This design comes from an exercise in tuning for small area, a short achievable clock period and few clock cycles per item on the open sky130 flow, not from production work.
In this exercise RTL edits were held to simulation tests only and were not proved equivalent to the original.

`flow/design.v`:
```
package rsa_pkg;
    localparam int PRIME_WIDTH = 8;            
    localparam int WORD_WIDTH  = 16;           
    localparam int MONT_WIDTH  = 17;           
    localparam int MONT_ROWS   = 18;           
    localparam int E_WIDTH     = 5;
    localparam logic [1:0] KG_IDLE = 2'd0;   
    localparam logic [1:0] KG_WAIT = 2'd1;   
    localparam logic [1:0] KG_RUN  = 2'd2;   
    localparam logic [4:0] KC_RED_INIT  = 5'd7;    
    localparam logic [4:0] KC_RED_FIRST = 5'd8;    
    localparam logic [4:0] KC_RED_LAST  = 5'd28;   
    localparam logic [4:0] KC_SQR       = 5'd29;   
    localparam logic [4:0] KC_R2        = 5'd30;   
    localparam logic [4:0] KC_END       = 5'd31;   
    localparam logic [1:0] EX_IDLE = 2'd0;   
    localparam logic [1:0] EX_CONV = 2'd1;   
    localparam logic [1:0] EX_SQR  = 2'd2;   
    localparam logic [1:0] EX_MUL  = 2'd3;   
endpackage
`timescale 1ns/1ps
import rsa_pkg::*;
module mont_qbit (
    input  logic s1_1,     
    input  logic c1_1,     
    input  logic q,        
    input  logic n_1,      
    input  logic a_next,   
    input  logic b_0,      
    output logic q_next
);
    assign q_next = s1_1 ^ c1_1 ^ (q & ~n_1) ^ (a_next & b_0);
endmodule
module mont_mul (
    input  logic [MONT_WIDTH-1:0] a,
    input  logic [MONT_WIDTH-1:0] b,
    input  logic [WORD_WIDTH-1:0] n,
    output logic [MONT_WIDTH-1:0] r
);
    localparam int W = MONT_WIDTH + 1;   
    logic [W-1:0] total;
    logic [W-1:0] rs [0:MONT_ROWS];   
    logic [W-1:0] rc [0:MONT_ROWS];   
    logic         rq [0:MONT_ROWS];   
    logic [W-1:0] a_ext, b_ext, n_ext;
    assign a_ext = W'(a);
    assign b_ext = W'(b);
    assign n_ext = W'(n);
    assign rs[0] = '0;
    assign rc[0] = '0;
    assign rq[0] = a[0] & b[0];
    for (genvar i = 0; i < MONT_ROWS; i++) begin : g_row
        logic [W-1:0] x, y, s1, c1, s2, c2;
        assign x  = a_ext[i] ? b_ext : '0;
        assign s1 = rs[i] ^ rc[i] ^ x;
        assign c1 = ((rs[i] & rc[i]) | (rs[i] & x) | (rc[i] & x)) << 1;
        assign y  = rq[i] ? n_ext : '0;
        assign s2 = s1 ^ c1 ^ y;
        assign c2 = ((s1 & c1) | (s1 & y) | (c1 & y)) << 1;
        assign rs[i+1] = s2 >> 1;   
        assign rc[i+1] = c2 >> 1;   
        mont_qbit qbit (
            .s1_1  (s1[1]),
            .c1_1  (c1[1]),
            .q     (rq[i]),
            .n_1   (n[1]),
            .a_next(a_ext[i+1]),
            .b_0   (b[0]),
            .q_next(rq[i+1])
        );
    end
    assign total = rs[MONT_ROWS] + rc[MONT_ROWS];
    assign r = total[MONT_WIDTH-1:0];
endmodule
`timescale 1ns/1ps
import rsa_pkg::*;
module rsa_core (
    input  logic                   clk,
    input  logic                   reset,
    input  logic                   key_valid,
    output logic                   key_ready,
    input  logic [PRIME_WIDTH-1:0] p,
    input  logic [PRIME_WIDTH-1:0] q,
    output logic                   keys_ready,
    output logic [WORD_WIDTH-1:0]  modulus_out,
    output logic [WORD_WIDTH-1:0]  public_e,
    input  logic                   msg_valid,
    output logic                   msg_ready,
    input  logic [WORD_WIDTH-1:0]  msg,
    input  logic                   encrypt,
    output logic                   result_valid,
    input  logic                   result_ready,
    output logic [WORD_WIDTH-1:0]  result
);
    logic [WORD_WIDTH-1:0]  n_reg;     
    logic [E_WIDTH-1:0]     e_reg;
    logic [WORD_WIDTH-1:0]  d_reg;
    logic [MONT_WIDTH-1:0]  r2_reg;    
    logic                   loaded;
    logic [MONT_WIDTH-1:0]  a_reg;     
    logic [MONT_WIDTH-1:0]  x_reg;     
    logic [WORD_WIDTH-1:0]  m_reg;     
    logic [WORD_WIDTH-1:0]  res_reg;
    logic [1:0]             ex_state;
    logic [3:0]             bit_idx;   
    logic                   enc_reg;
    logic                   fix_pend;  
    logic                   move_pend;  
    logic                   res_valid;
    logic [1:0]             kg_state;
    logic [4:0]             kc;        
    logic [2:0]             cand;      
    logic                   e_chk;     
    logic                   e_found;
    logic [4:0]             k_acc;     
    logic [4:0]             k_val;
    logic                   k_found;
    logic [4:0]             d_step;
    logic                   d_done;
    logic signed [5:0]      d_g;       
    logic [3:0]             t_hist;    
    logic [1:0]             dred_s;    
    logic                   dred3;     
    logic                   div3_y;    
    logic                   div3_c;    
    logic                   key_busy_q, keys_ready_q, msg_ready_q;   
    logic                   key_ready_q;
    logic                   sel_a_m, sel_a_c;                   
    logic                   sel_b_r2, sel_b_a, sel_b_x, sel_b_m;  
    logic                   sel_n_c;                            
    assign key_ready_q  = !key_busy_q;   
    assign key_ready    = key_ready_q;
    assign keys_ready   = keys_ready_q;
    assign msg_ready    = msg_ready_q;
    assign result_valid = res_valid;
    assign result       = res_reg;
    assign modulus_out  = n_reg;
    assign public_e     = WORD_WIDTH'(e_reg);
    logic msg_fire, key_fire;
    assign msg_fire = msg_valid && msg_ready_q;
    assign key_fire = key_valid && key_ready_q;
    logic [WORD_WIDTH-1:0] exp_val;
    logic [3:0]            exp_top;
    logic                  exp_bit;
    assign exp_val = enc_reg ? WORD_WIDTH'(e_reg) : d_reg;
    assign exp_bit = exp_val[bit_idx];
    always_comb begin
        logic [3:0] idx;
        exp_top = 4'd0;
        idx     = 4'd0;
        for (int i = 0; i < WORD_WIDTH; i++) begin
            if (exp_val[i]) exp_top = idx;
            idx = idx + 4'd1;
        end
    end
    logic kg_run, last_op, fix_now, fix_out, move_now, eng_free;
    logic res_op, kg_sqr, kg_r2, kg_end;
    assign kg_run   = (kg_state == KG_RUN);
    assign last_op  = (ex_state == EX_MUL) && (bit_idx == 4'd0);
    assign fix_now  = fix_pend;
    assign fix_out  = fix_pend && !res_valid;
    assign move_now = move_pend && !res_valid;
    assign eng_free = (ex_state == EX_IDLE);
    assign res_op   = kg_run && (kc >= 5'd7) && !e_found && !e_chk;
    assign kg_sqr   = kg_run && (kc == KC_SQR) && k_found;
    assign kg_r2    = kg_run && (kc == KC_R2);
    assign kg_end   = kg_run && (kc >= KC_R2) && d_done;
    logic [1:0] ex_next, ex_hold, kg_next;   
    logic [3:0] bit_next;
    logic       fix_next, move_next, valid_next, loaded_next;
    logic [4:0] kc_next;
    logic       k_found_next;
    always_comb begin
        ex_hold  = ex_state;
        bit_next = bit_idx;
        case (ex_state)
            EX_IDLE: ;
            EX_CONV: begin
                ex_hold  = EX_SQR;
                bit_next = exp_top - 4'd1;
            end
            EX_SQR: begin
                if (exp_bit) ex_hold = EX_MUL;
                else         bit_next = bit_idx - 4'd1;
            end
            default: begin
                bit_next = bit_idx - 4'd1;
                ex_hold  = (bit_idx == 4'd0) ? EX_IDLE : EX_SQR;
            end
        endcase
        ex_next = msg_fire ? EX_CONV : ex_hold;
        fix_next = last_op;
        move_next = move_pend;
        if (fix_now && !fix_out) move_next = 1'b1;
        else if (move_now)       move_next = 1'b0;
        valid_next = res_valid;
        if (fix_out || move_now) valid_next = 1'b1;
        else if (result_ready)   valid_next = 1'b0;
        kg_next     = kg_state;
        loaded_next = loaded;
        case (kg_state)
            KG_IDLE: if (key_fire) kg_next = KG_WAIT;
            KG_WAIT: if (eng_free) kg_next = KG_RUN;
            default: if (kg_end) begin
                kg_next     = KG_IDLE;
                loaded_next = 1'b1;
            end
        endcase
        kc_next = kc;
        if (kg_state == KG_WAIT) begin
            kc_next = 5'd0;
        end else if (kg_run) begin
            if (kc != KC_SQR && kc != KC_END) kc_next = kc + 5'd1;
            else if (kc == KC_SQR && k_found) kc_next = kc + 5'd1;
        end
    end
    logic kg_run_next, keys_ready_next;
    logic key_may, msg_may, key_waits, msg_waits, key_grant;
    logic key_turn;
    assign key_may   = (kg_next == KG_IDLE);
    assign msg_may   = !msg_fire && keys_ready_next && !valid_next && !move_next &&
                       (((ex_hold == EX_IDLE) && !fix_next) ||
                        ((ex_hold == EX_MUL) && (bit_next == 4'd0)));
    assign key_waits = key_valid && !key_ready_q;
    assign msg_waits = msg_valid && !msg_ready_q;
    assign key_grant = (key_waits == msg_waits) ? key_turn : key_waits;
    logic [6:0] sel_hold;
    assign kg_run_next     = (kg_next == KG_RUN);
    logic d_done_next, keys_early;
    assign d_done_next     = d_done || (k_found && (d_step == 5'd15));
    assign keys_early      = (kg_next == KG_RUN) && (kc_next == KC_R2) && d_done_next;
    assign keys_ready_next = (loaded_next && (kg_next == KG_IDLE)) || keys_early;
    always_ff @(posedge clk or posedge reset) begin
        if (reset) begin
            ex_state     <= EX_IDLE;
            fix_pend     <= 1'b0;
            move_pend    <= 1'b0;
            res_valid    <= 1'b0;
            kg_state     <= KG_IDLE;
            loaded       <= 1'b0;
            key_busy_q   <= 1'b0;
            keys_ready_q <= 1'b0;
            msg_ready_q  <= 1'b0;
            key_turn     <= 1'b1;
        end else begin
            ex_state     <= ex_next;
            fix_pend     <= fix_next;
            move_pend    <= move_next;
            res_valid    <= valid_next;
            kg_state     <= kg_next;
            loaded       <= loaded_next;
            keys_ready_q <= keys_ready_next;
            key_busy_q   <= !(key_may && (!msg_may || key_grant));
            msg_ready_q  <= msg_may && !(key_may && key_grant);
            if (key_may && msg_may) key_turn <= !key_turn;
        end
    end
    always_ff @(posedge clk) begin
        bit_idx <= bit_next;
        kc      <= kc_next;
        if (msg_ready_q) enc_reg <= encrypt;
        sel_a_m  <= msg_fire || sel_hold[6];
        sel_a_c  <= !msg_fire && sel_hold[5];
        sel_b_r2 <= msg_fire || sel_hold[4];
        sel_b_a  <= !msg_fire && sel_hold[3];
        sel_b_x  <= !msg_fire && sel_hold[2];
        sel_b_m  <= !msg_fire && sel_hold[1];
        sel_n_c  <= !msg_fire && sel_hold[0];
    end
    always_comb begin
        sel_hold = '0;
        if (kg_run_next) begin
            if (kc_next == KC_SQR)     sel_hold = 7'b1000010;   
            else if (kc_next == KC_R2) sel_hold = 7'b1010000;   
            else                       sel_hold = 7'b0100101;   
        end else begin
            case (ex_hold)
                EX_SQR:  sel_hold = 7'b0001000;
                EX_MUL:  sel_hold = (bit_next == 4'd0) ? 7'b0000010 : 7'b0000100;
                default: sel_hold = '0;
            endcase
        end
    end
    logic [4:0] cand_e, cand_b;
    always_comb begin
        case (cand)
            3'd0:    begin cand_e = 5'd3;  cand_b = 5'd1;  end
            3'd1:    begin cand_e = 5'd5;  cand_b = 5'd1;  end
            3'd2:    begin cand_e = 5'd7;  cand_b = 5'd4;  end
            3'd3:    begin cand_e = 5'd11; cand_b = 5'd1;  end
            3'd4:    begin cand_e = 5'd13; cand_b = 5'd9;  end
            default: begin cand_e = 5'd17; cand_b = 5'd16; end
        endcase
    end
    logic [MONT_WIDTH-1:0] mm_a, mm_b, mm_r;
    logic [WORD_WIDTH-1:0] mm_n;
    assign mm_a = ({MONT_WIDTH{sel_a_m}} & MONT_WIDTH'(m_reg)) |
                  ({MONT_WIDTH{sel_a_c}} & MONT_WIDTH'(cand_b)) |
                  ({MONT_WIDTH{!sel_a_m && !sel_a_c}} & a_reg);
    assign mm_b = ({MONT_WIDTH{sel_b_r2}} & r2_reg) |
                  ({MONT_WIDTH{sel_b_a}}  & a_reg) |
                  ({MONT_WIDTH{sel_b_x}}  & x_reg) |
                  ({MONT_WIDTH{sel_b_m}}  & MONT_WIDTH'(m_reg));
    assign mm_n = sel_n_c ? WORD_WIDTH'(cand_e) : n_reg;
    mont_mul mont_mul_inst (
        .a(mm_a),
        .b(mm_b),
        .n(mm_n),
        .r(mm_r)
    );
    logic [MONT_WIDTH-1:0] sub_in;
    logic [MONT_WIDTH:0]   sub_out;
    logic [WORD_WIDTH-1:0] sub_red;    
    assign sub_in  = kg_run ? {m_reg, 1'b0} : a_reg;
    assign sub_out = {1'b0, sub_in} - {2'b0, n_reg};
    assign sub_red = sub_out[MONT_WIDTH] ? sub_in[WORD_WIDTH-1:0] : sub_out[WORD_WIDTH-1:0];
    always_ff @(posedge clk) begin
        if (fix_out)       res_reg <= sub_red;
        else if (move_now) res_reg <= a_reg[WORD_WIDTH-1:0];
    end
    function automatic logic odd_prime(input logic [6:0] h);
        case (h)
            7'd1, 7'd2, 7'd3, 7'd5, 7'd6, 7'd8,
            7'd9, 7'd11, 7'd14, 7'd15, 7'd18, 7'd20,
            7'd21, 7'd23, 7'd26, 7'd29, 7'd30, 7'd33,
            7'd35, 7'd36, 7'd39, 7'd41, 7'd44, 7'd48,
            7'd50, 7'd51, 7'd53, 7'd54, 7'd56, 7'd63,
            7'd65, 7'd68, 7'd69, 7'd74, 7'd75, 7'd78,
            7'd81, 7'd83, 7'd86, 7'd89, 7'd90, 7'd95,
            7'd96, 7'd98, 7'd99, 7'd105, 7'd111, 7'd113,
            7'd114, 7'd116, 7'd119, 7'd120, 7'd125:
                     odd_prime = 1'b1;
            default: odd_prime = 1'b0;
        endcase
    endfunction
    logic       kg_start;
    logic       h_mod3_zero;
    logic [2:0] h_even, h_odd;
    assign h_even = {2'b0, prime_in[0]} + {2'b0, prime_in[2]} + {2'b0, prime_in[4]} + {2'b0, prime_in[6]};
    assign h_odd  = {2'b0, prime_in[1]} + {2'b0, prime_in[3]} + {2'b0, prime_in[5]};
    always_comb begin
        case ({h_even, h_odd})
            6'o00, 6'o11, 6'o22, 6'o33, 6'o30, 6'o03, 6'o41: h_mod3_zero = 1'b1;
            default:                                         h_mod3_zero = 1'b0;
        endcase
    end
    logic [6:0] prime_in;
    logic       prime_out;
    assign prime_in  = (kg_state == KG_WAIT) ? r2_reg[7:1] : r2_reg[15:9];
    assign prime_out = odd_prime(prime_in);
    logic [8:0] n_sum;      
    logic [7:0] t_sum;      
    logic [4:0] k_next;
    logic [5:0] k_sum;
    logic [5:0] k_diff;
    logic [4:0] x_win;      
    logic [2:0] x_val;      
    logic       d_bit;
    logic [7:0] g_sum;
    assign kg_start = (kg_state == KG_WAIT) && eng_free;
    assign n_sum   = {1'b0, n_reg[15:8]} + (r2_reg[0] ? {1'b0, r2_reg[15:8]} : 9'd0);
    assign t_sum   = {1'b0, x_reg[13:7]} + (r2_reg[1] ? {1'b0, r2_reg[15:9]} : 8'd0);
    assign k_sum   = {1'b0, k_acc} + {1'b0, r2_reg[4:0]};
    assign k_diff  = k_sum - {1'b0, e_reg};
    assign k_next  = k_diff[5] ? k_sum[4:0] : k_diff[4:0];
    logic t_from_x;
    assign t_from_x = ({1'b0, d_step} + {4'b0, dred_s}) >= 6'd2;
    logic t_raw, t_div3;
    assign t_raw   = t_from_x ? x_reg[0] : 1'b0;
    assign t_div3  = t_raw ^ div3_y ^ div3_c;
    assign x_win   = {t_hist, dred3 ? t_div3 : t_raw};
    always_comb begin
        x_val = (d_step == 5'd0) ? 3'd1 : 3'd0;
        for (int j = 0; j < 5; j++) begin
            x_val = x_val + ((k_val[j] && x_win[j]) ? 3'd1 : 3'd0);
        end
    end
    assign d_bit   = d_g[0] ^ x_val[0];
    assign g_sum   = {{2{d_g[5]}}, d_g} + (d_bit ? {3'b0, e_reg} : 8'd0) - {5'b0, x_val};
    always_ff @(posedge clk) begin
        if (key_fire) r2_reg <= {1'b0, p, q};
        if (kg_state == KG_WAIT) begin
            dred_s <= {1'b0, prime_out && (r2_reg[15:8] != r2_reg[7:0])};
            dred3  <= h_mod3_zero;   
        end else if (kg_run && kc == 5'd0) begin
            dred3 <= dred3 && h_mod3_zero && dred_s[0] && prime_out;   
            if (!(dred_s[0] && prime_out)) dred_s <= 2'd0;
            else if (!r2_reg[9] && !r2_reg[1]) dred_s <= 2'd2;   
            else dred_s <= 2'd1;
        end
        if (kg_start) begin
            n_reg   <= '0;
            x_reg   <= '0;
            cand    <= 3'd0;
            e_chk   <= 1'b0;
            e_found <= 1'b0;
            k_found <= 1'b0;
            d_done  <= 1'b0;
        end else if (kg_run) begin
            if (kc < 5'd8) begin
                n_reg <= {n_sum, n_reg[7:1]};
                r2_reg[7:0] <= r2_reg[7:0] >> 1;
                if (kc < 5'd7) x_reg[13:0] <= {t_sum, x_reg[6:1]};
            end
            if (kc == KC_RED_INIT) m_reg <= 16'd8;
            if (kc >= KC_RED_FIRST && kc <= KC_RED_LAST) begin
                m_reg <= sub_red;
            end
            if (res_op) begin
                e_chk <= 1'b1;
            end else if (e_chk) begin
                e_chk <= 1'b0;
                if (r2_reg[4:0] == 5'd0 || r2_reg[4:0] == cand_e) begin
                    cand <= cand + 3'd1;
                end else begin
                    e_found <= 1'b1;
                    e_reg   <= cand_e;
                    case ({dred3, dred_s})
                        3'b0_00: k_acc <= 5'd1;
                        3'b0_01: k_acc <= 5'd2;
                        3'b0_10,
                        3'b0_11: k_acc <= (cand == 3'd0) ? 5'd1 : 5'd4;
                        3'b1_01: k_acc <= (cand == 3'd1) ? 5'd1 : 5'd6;
                        default: begin
                            case (cand)
                                3'd1:    k_acc <= 5'd2;    
                                3'd2:    k_acc <= 5'd5;    
                                3'd3:    k_acc <= 5'd1;    
                                default: k_acc <= 5'd12;   
                            endcase
                        end
                    endcase
                    k_val   <= 5'd0;
                    d_step  <= 5'd0;
                    d_g     <= '0;
                    t_hist  <= '0;
                    div3_y  <= 1'b0;
                    div3_c  <= 1'b0;
                end
            end
            if (e_found && !k_found) begin
                k_acc <= k_next;
                k_val <= k_val + 5'd1;
                if (k_next == 5'd0) k_found <= 1'b1;
            end
            if (k_found && !d_done) begin
                d_reg  <= {d_bit, d_reg[15:1]};
                d_g    <= g_sum[6:1];   
                t_hist <= x_win[3:0];
                div3_y <= t_div3;
                div3_c <= (t_div3 & div3_y) | (t_div3 & div3_c) | (div3_y & div3_c);
                if (t_from_x) x_reg <= x_reg >> 1;
                d_step <= d_step + 5'd1;
                if (d_step == 5'd15) d_done <= 1'b1;
            end
            if (res_op || kg_sqr || kg_r2) r2_reg <= mm_r;
        end
        if (msg_ready_q) m_reg <= msg;
        if (!kg_run) begin
            case (ex_state)
                EX_CONV: begin
                    a_reg <= mm_r;
                    x_reg <= mm_r;
                end
                EX_SQR, EX_MUL: a_reg <= mm_r;
                default: ;
            endcase
        end
        if (fix_now && !fix_out) a_reg <= MONT_WIDTH'(sub_red);
    end
endmodule
```
`flow/flow/run.sh`:
```
#!/bin/bash
# The standard layout (the standard.sh, standard synthesis included), with
# a small plain buffer on every port and the timing repair steps asked to leave
# extra setup slack, so that they work on the paths that set the achieved
# period. Constraints are unchanged.
set -euo pipefail
bash standard.sh SETUP_SLACK_MARGIN=86.9 "BUFFER_PORTS_ARGS=-buffer_cell sky130_fd_sc_hd__buf_1" finish > standard.log 2>&1
```
`flow/standard.sh`:
```
#!/bin/bash
# synth_recipe.tcl (not shown) runs the flow's synth.tcl, then flattens the netlist and writes it again
# the make line also repeats each setting of config.mk as NAME=value (left out here)
make -C /OpenROAD-flow-scripts/flow DESIGN_CONFIG=/design/flow/config.mk WORK_HOME=/design/flow/orfs CLKGATE_MAP_FILE= SYNTH_SCRIPT=/design/flow/synth_recipe.tcl "${@:-finish}"
```
`flow/config.mk`:
```
export PLATFORM = sky130hd
export DESIGN_NAME = rsa_core
export DESIGN_NICKNAME = rsa_core
export VERILOG_FILES = /design/flow/design.v
export SDC_FILE = /design/flow/constraint.sdc
export NUM_CORES = 4
export LEC_CHECK = 0
export CAP_MARGIN = 20
export CORE_MARGIN = 2
export CORE_UTILIZATION = 40
export SLEW_MARGIN = 20
export SYNTH_HIERARCHICAL = 1
export SYNTH_MINIMUM_KEEP_SIZE = 0
```
`flow/constraint.sdc`:
```
create_clock -name core_clock -period 110.0 [get_ports {clk}]
set_input_delay 22.0000 -clock core_clock [delete_from_list [all_inputs] [get_ports {clk}]]
set_output_delay 22.0000 -clock core_clock [all_outputs]
set_load 0.01 [all_outputs]
```
==> results of run 1 <==
synthesized netlist by cell type, types with 12 or more instances:
| cell | number |
|---|---|
| or3_1 | 12 |
| xor2_1 | 40 |
| o211ai_1 | 16 |
| a21oi_1 | 103 |
| nand2b_1 | 28 |
| nand2_1 | 726 |
| and2_1 | 112 |
| a31oi_1 | 14 |
| nor2b_1 | 39 |
| buf_4 | 14 |
| fa_1 | 542 |
| dfxtp_1 | 74 |
| o21bai_1 | 15 |
| xnor2_1 | 39 |
| o21ai_0 | 132 |
| a21o_1 | 17 |
| edfxtp_1 | 98 |
| a22oi_1 | 46 |
| nand3b_1 | 18 |
| nand3_1 | 37 |
| xnor3_1 | 17 |
| and3_1 | 29 |
| a211oi_1 | 14 |
| nor2_1 | 133 |
| clkbuf_1 | 177 |
| mux2i_1 | 57 |
| inv_1 | 342 |
| o21a_1 | 12 |
| nor3_1 | 19 |
| ha_1 | 146 |
cells by family after synthesis:
group / synth area share [%]
simple gates: 17.8
fa+ha+maj: 43.0
xor+xnor: 3.64
mux: 2.77
compound gates: 9.63
buf+inv: 7.12
other cells: 0.0382
flops: 16.0
final cells by class:
type | count | area (sq um)
repair buffers | 143 | 833
inverters | 342 | 1280
clock inverters | 13 | 143
fillers | 7207 | 41500
well taps | 959 | 1200
clock buffers | 19 | 433
flip-flops and latches | 184 | 4750
multi-input cells | 2507 | 22800
per-module statistics from Yosys (local to each module, per instance):
module	flip-flops and latches	cell area, sq um	times used
mont_mul	0	15800	1
mont_qbit	0	41.3	17
rsa_core	184	13000	1
worst max-delay path by stage:
stage	from	to	slack [ns]
floorplan	key_valid	key_turn	86.83
global placement	key_valid	key_turn	86.35
detailed placement	key_valid	key_turn	86.30
CTS	e_reg[2]	public_e[2]	86.88
global route	e_reg[2]	public_e[2]	86.87
finish	e_reg[2]	public_e[2]	86.89
layer usage:
layer / part of all wire (%) / up-vias / wire (um) / track usage, %
li1: - / 10300 / - / -
met1: 47 / 11300 / 35300 / 32.0
met2: 45 / 601 / 33300 / 31.2
met3: 7.0 / 37 / 5200 / 2.99
met4: 1.0 / 0 / 761 / 2.86
met5: 0 / - / 0 / 0
timing repair:
| action | 4_1_cts | 5_1_grt |
|---|---|---|
| gates cloned | 0 | 1 |
| endpoints found under the setup margin | 48 | 60 |
| resized for setup | 27 | 26 |
| setup buffers | 7 | 2 |
| pin swaps | 0 | 2 |
==> out/metrics.cfg, run 1 <==
[timing]
fin_skew_ns = 0.0157
clock.fmax_mhz = 43.3
setup_viol = 0
timing.final.ws_setup_ns = 86.89
holdWs_ns = 0.486
relSlewSlack_pct = 27.5
slew_viol_final = 0
rsz0062_at_grt = true
post-route-period-util_pct = 21.0
tightestPinTransition_ns = 1.08
min_period_ns = 23.11
setup_tns_ns = 0
hold_viol = 0

[clock_tree]
cts_made_buffers = 17
clk_pin_slew_worst_paths_ns = 0.08
cts_hold_buffers = 0
clockBufferDepth = 2
cts_sinks = 184
ctsHtreeMaxLevel = 4
cts_tree = built
cts-root-buf = clkbuf_16
clk_latency_ns = 0.46

[route]
wl_um = 74500
vias = 22200
drt_iter0_drc = 1952
drc = 0
wl_per_cell_um = 17.9
via_per_inst = 5.34
dr.pass1.iters = 5
antenna_left = 0

[final_layout]
drive_above_1_share_pct = 5.61
nNetsFinal = 3921
mostFrequentLayoutCells = nand2_1 (725), fa_1 (542), inv_1 (342), ha_1 (146), nor2_1 (130)
final_cells = 4167
final_common_cell = nand2_1
utilization_pct = 43.2
final_area_sq_um = 31500
diodes = 0
area_delta_synth_final_pct = 6.69

[global_routing]
overflow = 0
grt_max_degree = 51
gr-usage-all-layers_pct = 20.6
grt_pass1_wl_um = 123000
grt_pass1_vias = 21700
antenna_found_initial = 0

[die]
start_util_pct = 40.5
io-pin-count = 90
dieArea_sq_um = 76000
die_y_um = 276
die_w_um = 276
core_sq_um = 73000
row_count = 99

[critical_path]
cp_num_buf_inv = 1
critPathRequiredTime_ns = 88.00
path_class = register to primary output
endpoint_kind = primary output
cp.depth = 1
critPathLaunchType = register
rrSetupSlack_ns = 88.23
reg2reg_depth = 77
path_cells = buf_1
cp_slowest_cell = edfxtp_1
timing.rr.start = cand[0]
slowest_delay_ns = 0.48
critPathArrivalTime_ns = 1.11
critPathMaxFanout = 4
reg2reg_to = a_reg[16]
crit_family = flip-flops

[min_path]
hp-start = d_reg[1]
worstHoldPathCells = 0
hold_end = d_reg[0]
hold_path_class = register to register

[placement]
dp_cells = 4124
placed_area_sq_um = 30700
dpl.hpwl_um = 61000
portBuffers = 77
dp_slack_ns = 86.30
routabilityCongestion = 0.922

[synth]
avgSynthCellArea_sq_um = 9.16
async_flop_share_pct = 6.52
yosys_register_bits = 184
synth-seq-area-share_pct = 16.0
synth.largest_area_cell = fa_1
synth_cells = 3221
ys_types = 84
ys_top_cells_by_area = fa_1 (37%), edfxtp_1 (10%), nand2_1 (9.2%), ha_1 (6.2%), dfxtp_1 (5.0%)
yosys.area.top_type_share_pct = 36.8
synth_flop_cell = edfxtp_1
syn_area_sq_um = 29500
synth_edf_count = 98
yosysWarningCount = 16

[outcome]
run_status = timing/DRC/antenna clean

[flow_run]
maxCapViolCount = 0

Testbench counts, summed over its fixed seeds: cycles 12,475, items 1,024.
==> run 2: changes to the inputs <==
--- a/flow/design.v
+++ b/flow/design.v
@@ -161,3 +161,3 @@
     assign fix_out  = fix_pend && !res_valid;
-    assign move_now = move_pend && !res_valid;
+    assign move_now = move_pend && !res_valid && !kg_run;
     assign eng_free = (ex_state == EX_IDLE);
@@ -315,6 +315,5 @@
     assign sub_out = {1'b0, sub_in} - {2'b0, n_reg};
-    assign sub_red = sub_out[MONT_WIDTH] ? sub_in[WORD_WIDTH-1:0] : sub_out[WORD_WIDTH-1:0];
+    assign sub_red = (sub_out[MONT_WIDTH] || move_now) ? sub_in[WORD_WIDTH-1:0] : sub_out[WORD_WIDTH-1:0];
     always_ff @(posedge clk) begin
-        if (fix_out)       res_reg <= sub_red;
-        else if (move_now) res_reg <= a_reg[WORD_WIDTH-1:0];
+        if (fix_out || move_now) res_reg <= sub_red;
     end
==> out/metrics.cfg, run 2 <==
[timing]
clock.fmax_mhz = 43.2  ; -0.15%
min_period_ns = 23.14  ; +0.0356 ns
relSlewSlack_pct = 33.9  ; +6.4 points
setup_tns_ns = 0  ; unchanged
hold_viol = 0  ; unchanged
tightestPinTransition_ns = 0.989  ; -0.0890 ns
holdWs_ns = 0.487  ; +0.000882 ns
setup_viol = 0  ; unchanged
post-route-period-util_pct = 21.0  ; +0.032 points
timing.final.ws_setup_ns = 86.86  ; -0.0356 ns
slew_viol_final = 0  ; unchanged
rsz0062_at_grt = true
fin_skew_ns = 0.0189  ; +0.00316 ns

[final_layout]
drive_above_1_share_pct = 6.42  ; +0.81 points
utilization_pct = 42.8  ; -0.34 points
diodes = 0  ; unchanged
multi_input_area_sq_um = 22600  ; -1.3%
final_common_cell = nand2_1
mostFrequentLayoutCells = nand2_1 (689), fa_1 (542), inv_1 (338), ha_1 (146), nor2_1 (118)
regArea_sq_um = 4750  ; unchanged
nFillCells = 7319  ; +1.6%
nNetsFinal = 3827  ; -2.4%
area_delta_synth_final_pct = 6.41

[global_routing]
gr-usage-met3_pct = 3.50  ; +0.51 points
gr-usage-all-layers_pct = 19.8  ; -0.80 points
grt_pass1_vias = 21700  ; -0.30%
gr-max-usage-layer = met2
grtUsageMet1_pct = 28.9  ; -3.1 points
grt_pass1_wl_um = 119000  ; -3.7%
overflow = 0  ; unchanged
use_met2_pct = 30.7  ; -0.43 points
antenna_found_initial = 2  ; +2
grt_max_degree = 51  ; unchanged

[route]
antenna_left = 0  ; unchanged
drc = 0  ; unchanged
vias = 21300  ; -4.2%
drt_iter0_drc = 1132  ; -42%
wl_um = 70100  ; -5.8%
via_per_inst = 5.23  ; -2.0%
dr.pass1.iters = 7  ; +2
wl_per_cell_um = 17.2  ; -3.7%

[critical_path]
critPathLaunchType = register
critPathMaxFanout = 1  ; -3
path_class = register to primary output
cp_num_buf_inv = 1  ; unchanged
cp_slowest_cell = edfxtp_1
path_cells = clkbuf_2
critPathArrivalTime_ns = 1.14  ; +0.03 ns
crit_family = flip-flops
slowest_delay_ns = 0.51  ; +0.03 ns
endpoint_kind = primary output
critPathRequiredTime_ns = 88.00  ; about the same

[synth]
syn_area_sq_um = 29200  ; -1.0%
synth.largest_area_cell = fa_1
synth_flop_cell = edfxtp_1
synth_top_cells_by_count = nand2_1 (690), fa_1 (542), inv_1 (338)
yosysMostFrequentCell = nand2_1
synth_edf_count = 98  ; unchanged
synth_cells = 3137  ; -2.6%
yosys_register_bits = 184  ; unchanged
yosys.area.top_type_share_pct = 37.1  ; +0.38 points
async_flop_share_pct = 6.52  ; unchanged
yosysWarningCount = 16  ; unchanged
ys_top_cells_by_area = fa_1 (37%), edfxtp_1 (10%), nand2_1 (8.9%), ha_1 (6.3%), dfxtp_1 (5.1%)
avgSynthCellArea_sq_um = 9.31  ; +1.6%
ys_types = 82  ; -2.4%
synth-seq-area-share_pct = 16.2  ; +0.17 points

[flow_run]
maxCapViolCount = 0  ; unchanged

[clock_tree]
clk_latency_ns = 0.46  ; about the same
ctsHtreeMaxLevel = 4  ; unchanged
cts_made_buffers = 17  ; unchanged
cts_tree = built
cts_hold_buffers = 0  ; unchanged
cts_sinks = 184  ; unchanged
clockBufferDepth = 2  ; unchanged
clk_pin_slew_worst_paths_ns = 0.08  ; about the same
cts-root-buf = clkbuf_16

[placement]
dp_slack_ns = 86.04  ; -0.260 ns
dpl.hpwl_um = 57100  ; -6.4%
portBuffers = 77  ; unchanged
routabilityCongestion = 0.916  ; -0.63%

[die]
start_util_pct = 40.2  ; -0.21 points
die_y_um = 274  ; -0.50%
dieArea_sq_um = 75200  ; -1.0%
die_w_um = 274  ; -0.50%
row_count = 99  ; unchanged
io-pin-count = 90  ; unchanged
core_sq_um = 72600  ; -0.51%

[min_path]
hold_path_class = register to register

[outcome]
run_status = timing/DRC/antenna clean

## run 2: cell count changes after synthesis, moves of 9 or more
cell	change
o21ai_0	-31
o211ai_1	-9
nand3_1	-12
nand2_1	-36
mux2_2	+25
or3_1	-11
a22o_1	+14
## run 2: final timing paths
| kind | start | end | slack [ns] | cells past startpoint |
|---|---|---|---|---|
| min in group asynchronous | reset | loaded | 21.52 | 2 |
| max reg2reg | cand[0] | a_reg[13] | 88.33 | 75 |
| max | res_reg[7] | result[7] | 86.86 | 1 |
| min | r2_reg[16] | r2_reg[16] | 0.49 | 2 |
| min reg2reg | r2_reg[16] | r2_reg[16] | 0.49 | 2 |
| max in group asynchronous | reset | key_busy_q | 88.13 | 2 |
## run 2: what timing repair did
| action | 4_1_cts | 5_1_grt |
|---|---|---|
| pin swaps | 0 | 1 |
| endpoints found under the setup margin | 66 | 60 |
| hold endpoints to repair | 0 | 0 |
| resized for setup | 26 | 19 |
| gates cloned | 1 | 0 |
| setup buffers | 7 | 0 |
## run 2: worst min-delay path, delay by kind of cell, from the launching register on
family	cells	cell delay, ns
buffers and inverters	1	0.05
AOI/OAI and AO/OA	1	0.07
DFF	1	0.32
## run 2: modules after synthesis, one instance, submodules excluded
| module | flops+latches | cells |
|---|---|---|
| mont_qbit | 0 | 4 |
| rsa_core | 184 | 1434 |
| mont_mul | 0 | 1635 |
## run 2: per-layer routing
layer  share of wire, %  vias up
met5              0.019        -
met1                 46    10800
met4                2.1        2
met2                 45      466
met3                6.1       64
li1                   -     9946
## run 2: stage by stage
step                      instance area [sq um]  std cells
after floorplan                           29300       3148
after global placement                    30300       4033
after detailed placement                  30400       4033
after CTS                                 31000       4073
after global routing                      31100       4073
final                                     31100       4073
## run 2: final cells by class
type / instances / share of cell area, %
clock buffer: 17 / 1.37
inverter: 340 / 4.11
clock inverter: 15 / 0.560
tap: 959 / 3.86
sequential: 184 / 15.3
timing repair buffer: 131 / 2.26
multi-input combinational: 2427 / 72.6
## run 2: cells by family (layout without fill, tap and decap cells)
kind of cell / count (synthesis) / in the layout / synth area share [%]
XOR/XNOR: 101 / 101 / 3.83
buffers and inverters: 538 / 503 / 7.11
AO/OA/AOI/OAI: 415 / 415 / 9.11
flip-flops: 184 / 184 / 16.2
adder cells (fa/ha/maj): 688 / 688 / 43.4
other: 3 / 14 / 0.0385
multiplexers: 87 / 87 / 3.27
AND/OR/NAND/NOR: 1121 / 1122 / 17.1
Testbench counts of run 2, summed over its fixed seeds: cycles 12,475, items 1,024.
==> run 3: changes to the inputs <==
--- a/flow/flow/run.sh
+++ b/flow/flow/run.sh
@@ -6,2 +6,2 @@
 set -euo pipefail
-bash standard.sh SETUP_SLACK_MARGIN=86.9 "BUFFER_PORTS_ARGS=-buffer_cell sky130_fd_sc_hd__buf_1" finish > standard.log 2>&1
+bash standard.sh SETUP_SLACK_MARGIN=86.8 "BUFFER_PORTS_ARGS=-buffer_cell sky130_fd_sc_hd__buf_1" finish > standard.log 2>&1
==> out/metrics.cfg, run 3 <==
[outcome]
run_status = timing/DRC/antenna clean

[synth]
synth-simple-area-share_pct = 17.1  ; unchanged
yosys.area.top_type_share_pct = 37.1  ; unchanged
synth-xor-area-share_pct = 3.83  ; unchanged
yosysWarningCount = 16  ; unchanged
ys_top_cells_by_area = fa_1 (37%), edfxtp_1 (10%), nand2_1 (8.9%), ha_1 (6.3%), dfxtp_1 (5.1%)
synth-seq-area-share_pct = 16.2  ; unchanged
synth_top_cells_by_count = nand2_1 (690), fa_1 (542), inv_1 (338)
synth.largest_area_cell = fa_1
synth_cells = 3137  ; unchanged
synth_compound_area_share_pct = 9.11  ; unchanged
synthMuxAreaShare_pct = 3.27  ; unchanged
yosys_register_bits = 184  ; unchanged
avgSynthCellArea_sq_um = 9.31  ; unchanged
async_flop_share_pct = 6.52  ; unchanged
ys_types = 82  ; unchanged
synth_flop_cell = edfxtp_1
syn_area_sq_um = 29200  ; unchanged
synthAdderAreaFrac_pct = 43.4  ; unchanged
yosysMostFrequentCell = nand2_1
synth_edf_count = 98  ; unchanged
synth_top_family_by_area = adder cells

[global_routing]
grt_pass1_vias = 21700  ; -0.051%
grt_pass1_wl_um = 118000  ; -0.61%
antenna_found_initial = 0  ; -2
overflow = 0  ; unchanged
grt_max_degree = 51  ; unchanged
gr-usage-all-layers_pct = 19.6  ; -0.20 points

[timing]
clock.fmax_mhz = 43.2  ; about the same
rsz0062_at_grt = false
setup_tns_ns = 0  ; unchanged
post-route-period-util_pct = 21.1  ; about the same
slew_viol_final = 0  ; unchanged
min_period_ns = 23.16  ; +0.0176 ns
fin_skew_ns = 0.0149  ; -0.00397 ns
setup_viol = 0  ; unchanged
hold_viol = 0  ; unchanged
relSlewSlack_pct = 26.8  ; -7.1 points
tightestPinTransition_ns = 1.09  ; +0.105 ns

[clock_tree]
cts_hold_buffers = 0  ; unchanged
ctsHtreeMaxLevel = 4  ; unchanged
clk_latency_ns = 0.46  ; about the same
cts_made_buffers = 17  ; unchanged
cts_sinks = 184  ; unchanged
clockBufferDepth = 2  ; unchanged
cts_tree = built
cts-root-buf = clkbuf_16
clk_pin_slew_worst_paths_ns = 0.08  ; about the same

[route]
dr.pass1.iters = 5  ; -2
vias = 21400  ; +0.53%
drt_iter0_drc = 1270  ; +12%
wl_um = 69800  ; -0.52%
wl_per_cell_um = 17.1  ; -0.47%
via_per_inst = 5.26  ; +0.57%
drc = 0  ; unchanged
antenna_left = 0  ; unchanged

[final_layout]
mostFrequentLayoutCells = nand2_1 (690), fa_1 (542), inv_1 (338), ha_1 (146), nor2_1 (119)
utilization_pct = 42.7  ; -0.083 points
final_common_cell = nand2_1
nNetsFinal = 3825  ; -0.052%
diodes = 0  ; unchanged
area_delta_synth_final_pct = 6.20
drive_above_1_share_pct = 5.72  ; -0.70 points

[die]
row_count = 99  ; unchanged
die_w_um = 274  ; unchanged
io-pin-count = 90  ; unchanged
die_y_um = 274  ; unchanged
core_sq_um = 72600  ; unchanged
dieArea_sq_um = 75200  ; unchanged
start_util_pct = 40.2  ; unchanged

[critical_path]
path_class = input port to register
critPathMaxFanout = 11  ; +10
endpoint_kind = register
timing.rr.start = cand[0]
critPathLaunchType = input port
critPathRequiredTime_ns = 110.39  ; +22.39 ns
critPathArrivalTime_ns = 23.55  ; +22.41 ns
crit_path_start = key_valid

[min_path]
hold_path_class = register to register
hp-start = d_reg[1]

[placement]
dpl.hpwl_um = 57200  ; +0.19%
portBuffers = 77  ; unchanged
routabilityCongestion = 0.915  ; about the same

[flow_run]
maxCapViolCount = 0  ; unchanged

run 3: final timing paths:
path | to | slack (ns) | depth (start not counted)
max | key_turn | 86.84 | 10
min | d_reg[0] | 0.47 | 0
max reg2reg | a_reg[13] | 88.31 | 74
min reg2reg | d_reg[0] | 0.47 | 0
max in group asynchronous | res_valid | 88.13 | 2
min in group asynchronous | key_busy_q | 21.52 | 2
run 3: cell type report:
class	count	area (sq um)
sequential	184	4730
inverter	340	1280
tap	959	1200
multi-input combinational	2426	22500
fill	7349	41600
clock inverter	15	133
timing repair buffer	130	722
clock buffer	17	425
run 3: per-stage QoR:
stage / instances / setup slack [ns] / cell area [sq um] / hold slack [ns]
detailed placement: 4037 / 86.17 / 30400 / 0.466
finish: 4071 / 86.84 / 31000 / 0.474
CTS: 4069 / 86.81 / 31000 / 0.482
global placement: 4036 / 86.24 / 30400 / 0.456
global route: 4071 / 86.77 / 31000 / 0.507
floorplan: 3148 / 86.80 / 29300 / 0.434
run 3: worst max-delay path, cell delays in order:
cell,delay (ns)
buf_1,0.12
nor2b_4,0.21
buf_12,0.17
a21oi_2,0.09
nor2_2,0.16
a21oi_2,0.06
a32o_1,0.28
and3_1,0.20
o211ai_1,0.11
xnor2_1,0.14
run 3: metal layers:
layer  global-route usage [%]  vias to the layer above  part of all wire (%)
li1                         -                     9947                     -
met1                     28.5                    11000                    47
met2                     31.3                      444                    46
met3                     2.74                       62                   5.1
met4                     4.02                        0                   1.8
met5                        0                        -                     0
run 3: per-module statistics from Yosys (local to each module, per instance):
module / flops+latches / area, sq um
rsa_core: 184 / 12700
mont_mul: 0 / 15800
mont_qbit: 0 / 41.3
run 3: repair_timing:
action | 4_1_cts | 5_1_grt
gates resized for setup | 13 | 16
buffers inserted | 0 | 1
gates cloned | 0 | 1
endpoints found under the setup margin | 36 | 56
run 3: kinds of logic after synthesis:
| family | after synthesis |
|---|---|
| adders and majority gates | 688 |
| muxes | 87 |
| AOI/OAI and AO/OA | 415 |
| and+or+nand+nor | 1121 |
| xor gates and xnor gates | 101 |
| other | 3 |
| DFF | 184 |
| buffers and inverters | 538 |
==> run 4: changes to the inputs <==
--- a/flow/flow/run.sh
+++ b/flow/flow/run.sh
@@ -6,2 +6,2 @@
 set -euo pipefail
-bash standard.sh SETUP_SLACK_MARGIN=86.8 "BUFFER_PORTS_ARGS=-buffer_cell sky130_fd_sc_hd__buf_1" finish > standard.log 2>&1
+bash standard.sh SETUP_SLACK_MARGIN=87 "BUFFER_PORTS_ARGS=-buffer_cell sky130_fd_sc_hd__buf_1" finish > standard.log 2>&1
==> out/metrics.cfg, run 4 <==
[outcome]
run_status = timing/DRC/antenna clean

[synth]
synth_top_cells_by_count = nand2_1 (690), fa_1 (542), inv_1 (338)
ys_types = 82  ; unchanged
ys_top_cells_by_area = fa_1 (37%), edfxtp_1 (10%), nand2_1 (8.9%), ha_1 (6.3%), dfxtp_1 (5.1%)
yosysMostFrequentCell = nand2_1
yosys_register_bits = 184  ; unchanged
avgSynthCellArea_sq_um = 9.31  ; unchanged
synth_edf_count = 98  ; unchanged
yosys.area.top_type_share_pct = 37.1  ; unchanged
syn_area_sq_um = 29200  ; unchanged
async_flop_share_pct = 6.52  ; unchanged
yosysWarningCount = 16  ; unchanged
synth.largest_area_cell = fa_1
synth_cells = 3137  ; unchanged
synth-seq-area-share_pct = 16.2  ; unchanged
synth_flop_cell = edfxtp_1

[die]
dieArea_sq_um = 75200  ; unchanged
start_util_pct = 40.2  ; unchanged
die_w_um = 274  ; unchanged
core_sq_um = 72600  ; unchanged
row_count = 99  ; unchanged
io-pin-count = 90  ; unchanged
die_y_um = 274  ; unchanged

[placement]
routabilityCongestion = 0.903  ; -1.3%
dpl.hpwl_um = 57000  ; -0.36%
portBuffers = 77  ; unchanged
dp_cells = 4036  ; -0.025%
placed_area_sq_um = 30400  ; about the same

[final_layout]
nFillCells = 7368  ; +0.26%
mostFrequentLayoutCells = nand2_1 (690), fa_1 (542), inv_1 (336), ha_1 (146), nor2_1 (118)
final_area_sq_um = 31400  ; +1.3%
nNetsFinal = 3850  ; +0.65%
drive_above_1_share_pct = 8.13  ; +2.4 points
area_delta_synth_final_pct = 7.55
final_common_cell = nand2_1
final_cells = 4097  ; +0.64%

[clock_tree]
clk_latency_ns = 0.47  ; about the same
clockBufferDepth = 2  ; unchanged
clk_pin_slew_worst_paths_ns = 0.08  ; about the same
cts_tree = built
cts-root-buf = clkbuf_16
cts_made_buffers = 17  ; unchanged
cts_hold_buffers = 0  ; unchanged
cts_sinks = 184  ; unchanged
ctsHtreeMaxLevel = 4  ; unchanged

[route]
via_per_inst = 5.25  ; -0.31%
wl_um = 70600  ; +1.2%
vias = 21500  ; +0.33%
antenna_left = 0  ; unchanged
wl_per_cell_um = 17.2  ; +0.56%
dr.pass1.iters = 5  ; unchanged
drt_iter0_drc = 1031  ; -19%
drc = 0  ; unchanged

[timing]
clock.fmax_mhz = 43.2  ; +0.12%
tightestPinTransition_ns = 1.03  ; -0.0677 ns
relSlewSlack_pct = 31.5  ; +4.6 points
slew_viol_final = 0  ; unchanged
rsz0062_at_grt = true
hold_viol = 0  ; unchanged
setup_viol = 0  ; unchanged
post-route-period-util_pct = 21.0  ; -0.024 points
fin_skew_ns = 0.0155  ; +0.000546 ns
min_period_ns = 23.14  ; -0.0269 ns
setup_tns_ns = 0  ; unchanged

[global_routing]
grt_max_degree = 51  ; unchanged
grt_pass1_vias = 21500  ; -0.63%
gr-usage-all-layers_pct = 19.8  ; +0.15 points
antenna_found_initial = 2  ; +2
grt_pass1_wl_um = 118000  ; about the same
overflow = 0  ; unchanged

[critical_path]
path_class = register to primary output
timing.rr.start = cand[1]
slowest_delay_ns = 0.50  ; +0.22 ns
critPathLaunchType = register
path_cells = buf_1
critPathMaxFanout = 1  ; -10
endpoint_kind = primary output
cp_slowest_cell = edfxtp_1
critPathArrivalTime_ns = 1.14  ; -22.41 ns
crit_family = flip-flops
crit_path_start = res_reg[7]
cp_num_buf_inv = 1  ; -1
critPathRequiredTime_ns = 88.00  ; -22.39 ns

[min_path]
hp-start = n_reg[9]
hold_path_class = register to register

[flow_run]
maxCapViolCount = 0  ; unchanged

==> run 4: what timing repair did <==
item	CTS	global route
pin swaps	0	5
resized for setup	67	40
cloned	1	0
setup endpoints to repair	84	81
setup buffers	15	11
==> run 4: stage by stage <==
step,worst slack [ns],hold slack [ns],util (%)
3_3_place_gp,86.06,0.455,41.8
2_1_floorplan,86.89,0.434,-
4_1_cts,86.84,0.469,43.0
3_5_place_dp,85.96,0.459,41.8
5_1_grt,86.81,0.481,43.3
6_report,86.86,0.466,43.3
==> run 4: kinds of logic after synthesis <==
group / count (synthesis) / synth area share (%)
xor+xnor: 101 / 3.83
simple gates: 1121 / 17.1
compound gates: 415 / 9.11
mux: 87 / 3.27
other cells: 3 / 0.0385
fa+ha+maj: 688 / 43.4
buf+inv: 538 / 7.11
flops: 184 / 16.2
==> run 4: per-module statistics from Yosys (local to each module, per instance) <==
module	copies in the design	flip-flops and latches	cell area [sq um]
rsa_core	1	184	12700
mont_qbit	17	0	41.3
mont_mul	1	0	15800
==> run 4: layout make-up <==
type | count | area, sq um | area share [%]
clock buffers | 18 | 450 | 1.43
inverters | 340 | 1280 | 4.06
multi-input cells | 2427 | 22600 | 71.9
repair buffers | 154 | 983 | 3.13
flip-flops and latches | 184 | 4780 | 15.2
diodes | 1 | 2.50 | 0.00797
well taps | 959 | 1200 | 3.82
clock inverters | 14 | 149 | 0.474
==> run 4: layer usage <==
metal	vias to the layer above	global-route usage, %	share of wire, %
li1	9994	-	-
met1	11000	28.5	46
met2	444	31.3	46
met3	61	3.77	6.2
met4	0	3.72	1.5
met5	-	0	0
==> run 4: worst paths after layout <==
| check | endpoint | slack, ns | depth (start not counted) |
|---|---|---|---|
| min reg2reg | n_reg[9] | 0.47 | 2 |
| max in group asynchronous | msg_ready_q | 88.10 | 2 |
| max | result[7] | 86.86 | 1 |
| max reg2reg | a_reg[16] | 88.40 | 79 |
| min | n_reg[9] | 0.47 | 2 |
| min in group asynchronous | kg_state[1] | 21.52 | 2 |
==> run 4: tightest hold or removal path, stage by stage (launching register included) <==
cell and delay, ns:
dfxtp_2 0.33, nand2_1 0.05, a21oi_1 0.05
==> run 5: changes to the inputs <==
--- a/flow/design.v
+++ b/flow/design.v
@@ -107,3 +107,2 @@
     logic                   fix_pend;  
-    logic                   move_pend;  
     logic                   res_valid;
@@ -122,5 +121,2 @@
     logic [1:0]             dred_s;    
-    logic                   dred3;     
-    logic                   div3_y;    
-    logic                   div3_c;    
     logic                   key_busy_q, keys_ready_q, msg_ready_q;   
@@ -155,3 +151,3 @@
     end
-    logic kg_run, last_op, fix_now, fix_out, move_now, eng_free;
+    logic kg_run, last_op, fix_now, eng_free;
     logic res_op, kg_sqr, kg_r2, kg_end;
@@ -159,6 +155,4 @@
     assign last_op  = (ex_state == EX_MUL) && (bit_idx == 4'd0);
-    assign fix_now  = fix_pend;
-    assign fix_out  = fix_pend && !res_valid;
-    assign move_now = move_pend && !res_valid && !kg_run;
-    assign eng_free = (ex_state == EX_IDLE);
+    assign fix_now  = fix_pend && !res_valid;
+    assign eng_free = (ex_state == EX_IDLE) && (!fix_pend || fix_now);
     assign res_op   = kg_run && (kc >= 5'd7) && !e_found && !e_chk;
@@ -169,3 +163,3 @@
     logic [3:0] bit_next;
-    logic       fix_next, move_next, valid_next, loaded_next;
+    logic       fix_next, valid_next, loaded_next;
     logic [4:0] kc_next;
@@ -191,9 +185,8 @@
         ex_next = msg_fire ? EX_CONV : ex_hold;
-        fix_next = last_op;
-        move_next = move_pend;
-        if (fix_now && !fix_out) move_next = 1'b1;
-        else if (move_now)       move_next = 1'b0;
+        fix_next = fix_pend;
+        if (last_op)      fix_next = 1'b1;
+        else if (fix_now) fix_next = 1'b0;
         valid_next = res_valid;
-        if (fix_out || move_now) valid_next = 1'b1;
-        else if (result_ready)   valid_next = 1'b0;
+        if (fix_now)           valid_next = 1'b1;
+        else if (result_ready) valid_next = 1'b0;
         kg_next     = kg_state;
@@ -217,17 +210,12 @@
     logic kg_run_next, keys_ready_next;
-    logic key_may, msg_may, key_waits, msg_waits, key_grant;
+    logic key_may, msg_may, key_waits;
     logic key_turn;
     assign key_may   = (kg_next == KG_IDLE);
-    assign msg_may   = !msg_fire && keys_ready_next && !valid_next && !move_next &&
+    assign msg_may   = !msg_fire && keys_ready_next &&
                        (((ex_hold == EX_IDLE) && !fix_next) ||
-                        ((ex_hold == EX_MUL) && (bit_next == 4'd0)));
+                        ((ex_hold == EX_MUL) && (bit_next == 4'd0) && !valid_next));
     assign key_waits = key_valid && !key_ready_q;
-    assign msg_waits = msg_valid && !msg_ready_q;
-    assign key_grant = (key_waits == msg_waits) ? key_turn : key_waits;
     logic [6:0] sel_hold;
     assign kg_run_next     = (kg_next == KG_RUN);
-    logic d_done_next, keys_early;
-    assign d_done_next     = d_done || (k_found && (d_step == 5'd15));
-    assign keys_early      = (kg_next == KG_RUN) && (kc_next == KC_R2) && d_done_next;
-    assign keys_ready_next = (loaded_next && (kg_next == KG_IDLE)) || keys_early;
+    assign keys_ready_next = loaded_next && (kg_next == KG_IDLE);
     always_ff @(posedge clk or posedge reset) begin
@@ -236,3 +224,2 @@
             fix_pend     <= 1'b0;
-            move_pend    <= 1'b0;
             res_valid    <= 1'b0;
@@ -247,3 +234,2 @@
             fix_pend     <= fix_next;
-            move_pend    <= move_next;
             res_valid    <= valid_next;
@@ -252,5 +238,5 @@
             keys_ready_q <= keys_ready_next;
-            key_busy_q   <= !(key_may && (!msg_may || key_grant));
-            msg_ready_q  <= msg_may && !(key_may && key_grant);
-            if (key_may && msg_may) key_turn <= !key_turn;
+            key_busy_q   <= !(key_may && (!msg_may || (key_waits && key_turn)));
+            msg_ready_q  <= msg_may && !(key_may && key_waits && key_turn);
+            if (key_may && msg_may && key_waits) key_turn <= !key_turn;
         end
@@ -263,3 +249,3 @@
         sel_a_c  <= !msg_fire && sel_hold[5];
-        sel_b_r2 <= msg_fire || sel_hold[4];
+        sel_b_r2 <= msg_fire;
         sel_b_a  <= !msg_fire && sel_hold[3];
@@ -273,3 +259,3 @@
             if (kc_next == KC_SQR)     sel_hold = 7'b1000010;   
-            else if (kc_next == KC_R2) sel_hold = 7'b1010000;   
+            else if (kc_next == KC_R2) sel_hold = 7'b0000010;   
             else                       sel_hold = 7'b0100101;   
@@ -285,9 +271,25 @@
     always_comb begin
-        case (cand)
-            3'd0:    begin cand_e = 5'd3;  cand_b = 5'd1;  end
-            3'd1:    begin cand_e = 5'd5;  cand_b = 5'd1;  end
-            3'd2:    begin cand_e = 5'd7;  cand_b = 5'd4;  end
-            3'd3:    begin cand_e = 5'd11; cand_b = 5'd1;  end
-            3'd4:    begin cand_e = 5'd13; cand_b = 5'd9;  end
-            default: begin cand_e = 5'd17; cand_b = 5'd16; end
+        case ({cand, dred_s})
+            5'b000_00: begin cand_e = 5'd3;  cand_b = 5'd1;  end
+            5'b000_01: begin cand_e = 5'd3;  cand_b = 5'd2;  end
+            5'b000_10: begin cand_e = 5'd3;  cand_b = 5'd1;  end
+            5'b001_00: begin cand_e = 5'd5;  cand_b = 5'd1;  end
+            5'b001_01: begin cand_e = 5'd5;  cand_b = 5'd3;  end
+            5'b001_10: begin cand_e = 5'd5;  cand_b = 5'd4;  end
+            5'b010_00: begin cand_e = 5'd7;  cand_b = 5'd4;  end
+            5'b010_01: begin cand_e = 5'd7;  cand_b = 5'd2;  end
+            5'b010_10: begin cand_e = 5'd7;  cand_b = 5'd1;  end
+            5'b011_00: begin cand_e = 5'd11; cand_b = 5'd1;  end
+            5'b011_01: begin cand_e = 5'd11; cand_b = 5'd6;  end
+            5'b011_10: begin cand_e = 5'd11; cand_b = 5'd3;  end
+            5'b100_00: begin cand_e = 5'd13; cand_b = 5'd9;  end
+            5'b100_01: begin cand_e = 5'd13; cand_b = 5'd11; end
+            5'b100_10: begin cand_e = 5'd13; cand_b = 5'd12; end
+            5'b101_00,
+            5'b110_00,
+            5'b111_00: begin cand_e = 5'd17; cand_b = 5'd16; end
+            5'b101_01,
+            5'b110_01,
+            5'b111_01: begin cand_e = 5'd17; cand_b = 5'd8;  end
+            default:   begin cand_e = 5'd17; cand_b = 5'd4;  end
         endcase
@@ -315,5 +317,5 @@
     assign sub_out = {1'b0, sub_in} - {2'b0, n_reg};
-    assign sub_red = (sub_out[MONT_WIDTH] || move_now) ? sub_in[WORD_WIDTH-1:0] : sub_out[WORD_WIDTH-1:0];
+    assign sub_red = sub_out[MONT_WIDTH] ? sub_in[WORD_WIDTH-1:0] : sub_out[WORD_WIDTH-1:0];
     always_ff @(posedge clk) begin
-        if (fix_out || move_now) res_reg <= sub_red;
+        if (fix_now) res_reg <= sub_red;
     end
@@ -335,12 +337,2 @@
     logic       kg_start;
-    logic       h_mod3_zero;
-    logic [2:0] h_even, h_odd;
-    assign h_even = {2'b0, prime_in[0]} + {2'b0, prime_in[2]} + {2'b0, prime_in[4]} + {2'b0, prime_in[6]};
-    assign h_odd  = {2'b0, prime_in[1]} + {2'b0, prime_in[3]} + {2'b0, prime_in[5]};
-    always_comb begin
-        case ({h_even, h_odd})
-            6'o00, 6'o11, 6'o22, 6'o33, 6'o30, 6'o03, 6'o41: h_mod3_zero = 1'b1;
-            default:                                         h_mod3_zero = 1'b0;
-        endcase
-    end
     logic [6:0] prime_in;
@@ -361,3 +353,3 @@
     assign t_sum   = {1'b0, x_reg[13:7]} + (r2_reg[1] ? {1'b0, r2_reg[15:9]} : 8'd0);
-    assign k_sum   = {1'b0, k_acc} + {1'b0, r2_reg[4:0]};
+    assign k_sum   = {1'b0, k_acc} + {1'b0, a_reg[4:0]};
     assign k_diff  = k_sum - {1'b0, e_reg};
@@ -366,6 +358,3 @@
     assign t_from_x = ({1'b0, d_step} + {4'b0, dred_s}) >= 6'd2;
-    logic t_raw, t_div3;
-    assign t_raw   = t_from_x ? x_reg[0] : 1'b0;
-    assign t_div3  = t_raw ^ div3_y ^ div3_c;
-    assign x_win   = {t_hist, dred3 ? t_div3 : t_raw};
+    assign x_win   = {t_hist, t_from_x ? x_reg[0] : 1'b0};
     always_comb begin
@@ -382,5 +371,3 @@
             dred_s <= {1'b0, prime_out && (r2_reg[15:8] != r2_reg[7:0])};
-            dred3  <= h_mod3_zero;   
         end else if (kg_run && kc == 5'd0) begin
-            dred3 <= dred3 && h_mod3_zero && dred_s[0] && prime_out;   
             if (!(dred_s[0] && prime_out)) dred_s <= 2'd0;
@@ -411,3 +398,3 @@
                 e_chk <= 1'b0;
-                if (r2_reg[4:0] == 5'd0 || r2_reg[4:0] == cand_e) begin
+                if (a_reg[4:0] == 5'd0 || a_reg[4:0] == cand_e) begin
                     cand <= cand + 3'd1;
@@ -416,17 +403,3 @@
                     e_reg   <= cand_e;
-                    case ({dred3, dred_s})
-                        3'b0_00: k_acc <= 5'd1;
-                        3'b0_01: k_acc <= 5'd2;
-                        3'b0_10,
-                        3'b0_11: k_acc <= (cand == 3'd0) ? 5'd1 : 5'd4;
-                        3'b1_01: k_acc <= (cand == 3'd1) ? 5'd1 : 5'd6;
-                        default: begin
-                            case (cand)
-                                3'd1:    k_acc <= 5'd2;    
-                                3'd2:    k_acc <= 5'd5;    
-                                3'd3:    k_acc <= 5'd1;    
-                                default: k_acc <= 5'd12;   
-                            endcase
-                        end
-                    endcase
+                    k_acc   <= 5'd1;
                     k_val   <= 5'd0;
@@ -435,4 +408,2 @@
                     t_hist  <= '0;
-                    div3_y  <= 1'b0;
-                    div3_c  <= 1'b0;
                 end
@@ -448,4 +419,2 @@
                 t_hist <= x_win[3:0];
-                div3_y <= t_div3;
-                div3_c <= (t_div3 & div3_y) | (t_div3 & div3_c) | (div3_y & div3_c);
                 if (t_from_x) x_reg <= x_reg >> 1;
@@ -454,3 +423,4 @@
             end
-            if (res_op || kg_sqr || kg_r2) r2_reg <= mm_r;
+            if (res_op || kg_sqr) a_reg <= mm_r;
+            if (kg_r2) r2_reg <= mm_r;
         end
@@ -467,3 +437,2 @@
         end
-        if (fix_now && !fix_out) a_reg <= MONT_WIDTH'(sub_red);
     end
==> out/metrics.cfg, run 5 <==
[clock_tree]
cts_hold_buffers = 0  ; unchanged
ctsHtreeMaxLevel = 4  ; unchanged
clk_latency_ns = 0.46  ; about the same
cts_sinks = 180  ; -2.2%
cts-root-buf = clkbuf_16
clockBufferDepth = 2  ; unchanged
clk_pin_slew_worst_paths_ns = 0.07  ; about the same
cts_made_buffers = 17  ; unchanged
cts_tree = built

[placement]
dpl.hpwl_um = 54100  ; -5.1%
portBuffers = 77  ; unchanged
routabilityCongestion = 0.943  ; +4.4%
placed_area_sq_um = 29700  ; -2.1%

[route]
wl_per_cell_um = 16.4  ; -4.6%
via_per_inst = 5.20  ; -0.95%
drc = 0  ; unchanged
drt_iter0_drc = 1162  ; +13%
wl_um = 65900  ; -6.7%
vias = 20800  ; -3.1%
dr.pass1.iters = 7  ; +2
antenna_left = 0  ; unchanged

[min_path]
hold_path_class = register to register
hp-start = n_reg[1]
worstHoldPathCells = 2  ; unchanged

[synth]
synth-seq-area-share_pct = 15.6  ; -0.60 points
yosys.area.top_type_share_pct = 37.8  ; +0.70 points
synth_edf_count = 79  ; -19%
yosys_register_bits = 180  ; -2.2%
synth_cells = 3067  ; -2.2%
ys_top_cells_by_area = fa_1 (38%), nand2_1 (8.9%), edfxtp_1 (8.3%), dfxtp_1 (6.3%), ha_1 (6.2%)
avgSynthCellArea_sq_um = 9.31  ; about the same
yosysMostFrequentCell = nand2_1
ys_types = 94  ; +15%
synth.largest_area_cell = fa_1
async_flop_share_pct = 6.11  ; -0.41 points
synth_top_cells_by_count = nand2_1 (679), fa_1 (540), inv_1 (351)
synth_flop_cell = dfxtp_1
yosysWarningCount = 16  ; unchanged
syn_area_sq_um = 28600  ; -2.2%

[critical_path]
reg2reg_depth = 77  ; -2.5%
critPathLaunchType = register
crit_path_start = msg_ready_q
critPathArrivalTime_ns = 1.12  ; -0.02 ns
path_class = register to primary output
path_cells = buf_12, buf_6
critPathMaxFanout = 2  ; +1
crit_family = flip-flops
endpoint_kind = primary output
cp_slowest_cell = dfrtp_2
cp_num_buf_inv = 2  ; +1
slowest_delay_ns = 0.43  ; -0.07 ns
timing.rr.start = dred_s[0]
critPathRequiredTime_ns = 88.00  ; about the same
cp.depth = 2  ; +1

[timing]
min_period_ns = 23.12  ; -0.0106 ns
slew_viol_final = 0  ; unchanged
clock.fmax_mhz = 43.2  ; about the same
rsz0062_at_grt = true
post-route-period-util_pct = 21.0  ; about the same
fin_skew_ns = 0.0132  ; -0.00222 ns
relSlewSlack_pct = 30.0  ; -1.5 points
holdWs_ns = 0.471  ; +0.00509 ns
setup_viol = 0  ; unchanged
hold_viol = 0  ; unchanged
setup_tns_ns = 0  ; unchanged
tightestPinTransition_ns = 1.04  ; +0.0137 ns

[final_layout]
multi_input_area_sq_um = 22100  ; -2.0%
drive_above_1_share_pct = 7.66  ; -0.46 points
mostFrequentLayoutCells = nand2_1 (678), fa_1 (540), inv_1 (351), ha_1 (142), a21oi_1 (113)
nNetsFinal = 3773  ; -2.0%
nFillCells = 7039  ; -4.5%
area_delta_synth_final_pct = 7.32
final_common_cell = nand2_1
regArea_sq_um = 4490  ; -6.1%
diodes = 0  ; -1
final_area_sq_um = 30700  ; -2.4%

[global_routing]
use_met2_pct = 30.8  ; -0.44 points
grt_pass1_vias = 20900  ; -2.6%
grt_pass1_wl_um = 111000  ; -5.5%
gr-usage-met3_pct = 2.91  ; -0.86 points
gr-usage-all-layers_pct = 18.7  ; -1.1 points
grtUsageMet1_pct = 26.2  ; -2.3 points
antenna_found_initial = 0  ; -2
gr-max-usage-layer = met2
overflow = 0  ; unchanged
grt_max_degree = 51  ; unchanged

[die]
core_sq_um = 70400  ; -3.0%
die_w_um = 271  ; -1.1%
start_util_pct = 40.6  ; +0.34 points
die_y_um = 271  ; -1.1%
io-pin-count = 90  ; unchanged
dieArea_sq_um = 73600  ; -2.2%
row_count = 97  ; -2.0%

[outcome]
run_status = timing/DRC/antenna clean

[flow_run]
maxCapViolCount = 0  ; unchanged

[run 5: cell count changes in the layout (fill, tap and decap cells not counted), sizes merged, moves of 13 or more]
cell,delta
dfxtp,+16
nor2,-23
mux2i,-13
inv,+15
o211ai,+13
o21ai,-14
edfxtp,-19
[run 5: cell families after synthesis]
| kind of cell | share of synthesized area [%] |
|---|---|
| AO/OA/AOI/OAI | 9.47 |
| buffers and inverters | 7.36 |
| multiplexers | 2.79 |
| adder cells (fa/ha/maj) | 44.1 |
| flip-flops | 15.6 |
| AND/OR/NAND/NOR | 16.9 |
| XOR/XNOR | 3.79 |
| other | 0.0394 |
[run 5: repair_timing]
| item | in CTS | in global routing |
|---|---|---|
| resized for setup | 48 | 32 |
| setup buffers | 10 | 4 |
| pin swaps | 0 | 1 |
| gates cloned | 1 | 0 |
| endpoints found under the setup margin | 59 | 76 |
[run 5: layout make-up]
cell class	count	share of cell area, %
clock buffers	19	1.55
clock inverters	13	0.490
inverters	352	4.31
multi-input cells	2355	72.2
repair buffers	147	2.97
flip-flops and latches	180	14.6
well taps	940	3.84
[run 5: Yosys stat by module (local to each module, per instance)]
module / cells inside / copies in the design / area (sq um)
rsa_core: 1364 / 1 / 12000
mont_mul: 1635 / 1 / 15800
mont_qbit: 4 / 17 / 41.3
[run 5: through the flow]
stage	std cells	utilization (%)	setup slack (ns)
floorplan	3078	-	87.01
global placement	3959	42.2	86.51
detailed placement	3959	42.2	86.51
CTS	4002	43.4	86.87
global route	4006	43.5	86.85
finish	4006	43.5	86.88
[run 5: worst paths after layout]
| kind | to | slack [ns] |
|---|---|---|
| max | msg_ready | 86.88 |
| min | n_reg[1] | 0.47 |
| max reg2reg | r2_reg[16] | 88.65 |
| min reg2reg | n_reg[1] | 0.47 |
| max in group asynchronous | key_turn | 88.15 |
| min in group asynchronous | kg_state[1] | 21.52 |
[run 5: metal layers]
metal	part of all wire, %	wire length [um]
met1	45	29500
met2	48	31600
met3	5.3	3480
met4	2.0	1310
met5	0	0
[run 5: worst min-delay path: stages, from the launching register on]
cell and delay, ns:
dfxtp_2 0.33, nand2_1 0.05, a21oi_1 0.05
Testbench counts of run 5, summed over its fixed seeds: cycles 12,710, items 1,024.

what the ideal ports hide:
The flow's constraints put no driver on any port. The routed layouts listed below were extracted and timed again, unchanged, in two steps.
Step 1: set_driving_cell puts a clkbuf_16 on clk and a buf_2 on each other input, an assumption about the parent block.
Step 2 times the ports against the registers' clock, not the clock port: input delays grow and output delays shrink by t, the midpoint of the rising clock arrivals with the driver on.
a / b / c = no drivers / after step 1 / after step 2; a / b = the first two.
run	t, ns	slack for setup (ns)	slew at the worst register clock pin (ns)	worst slew at a driven data input, ns
run 1	0.506	86.891 / 86.841 / 86.461	0.08 / 0.08	0.06
run 2	0.498	86.856 / 86.809 / 86.547	0.08 / 0.08	0.06
run 3	0.510	86.838 / 86.793 / 86.351	0.08 / 0.08	0.07
run 4	0.510	86.865 / 86.818 / 86.557	0.08 / 0.08	0.08
run 5	0.495	86.876 / 86.830 / 86.640	0.08 / 0.08	0.05
After both steps setup and hold are still met in every run listed. The setup slack of run 3, which loses most, moves by -0.045 ns with the drivers and by -0.487 ns with both steps.
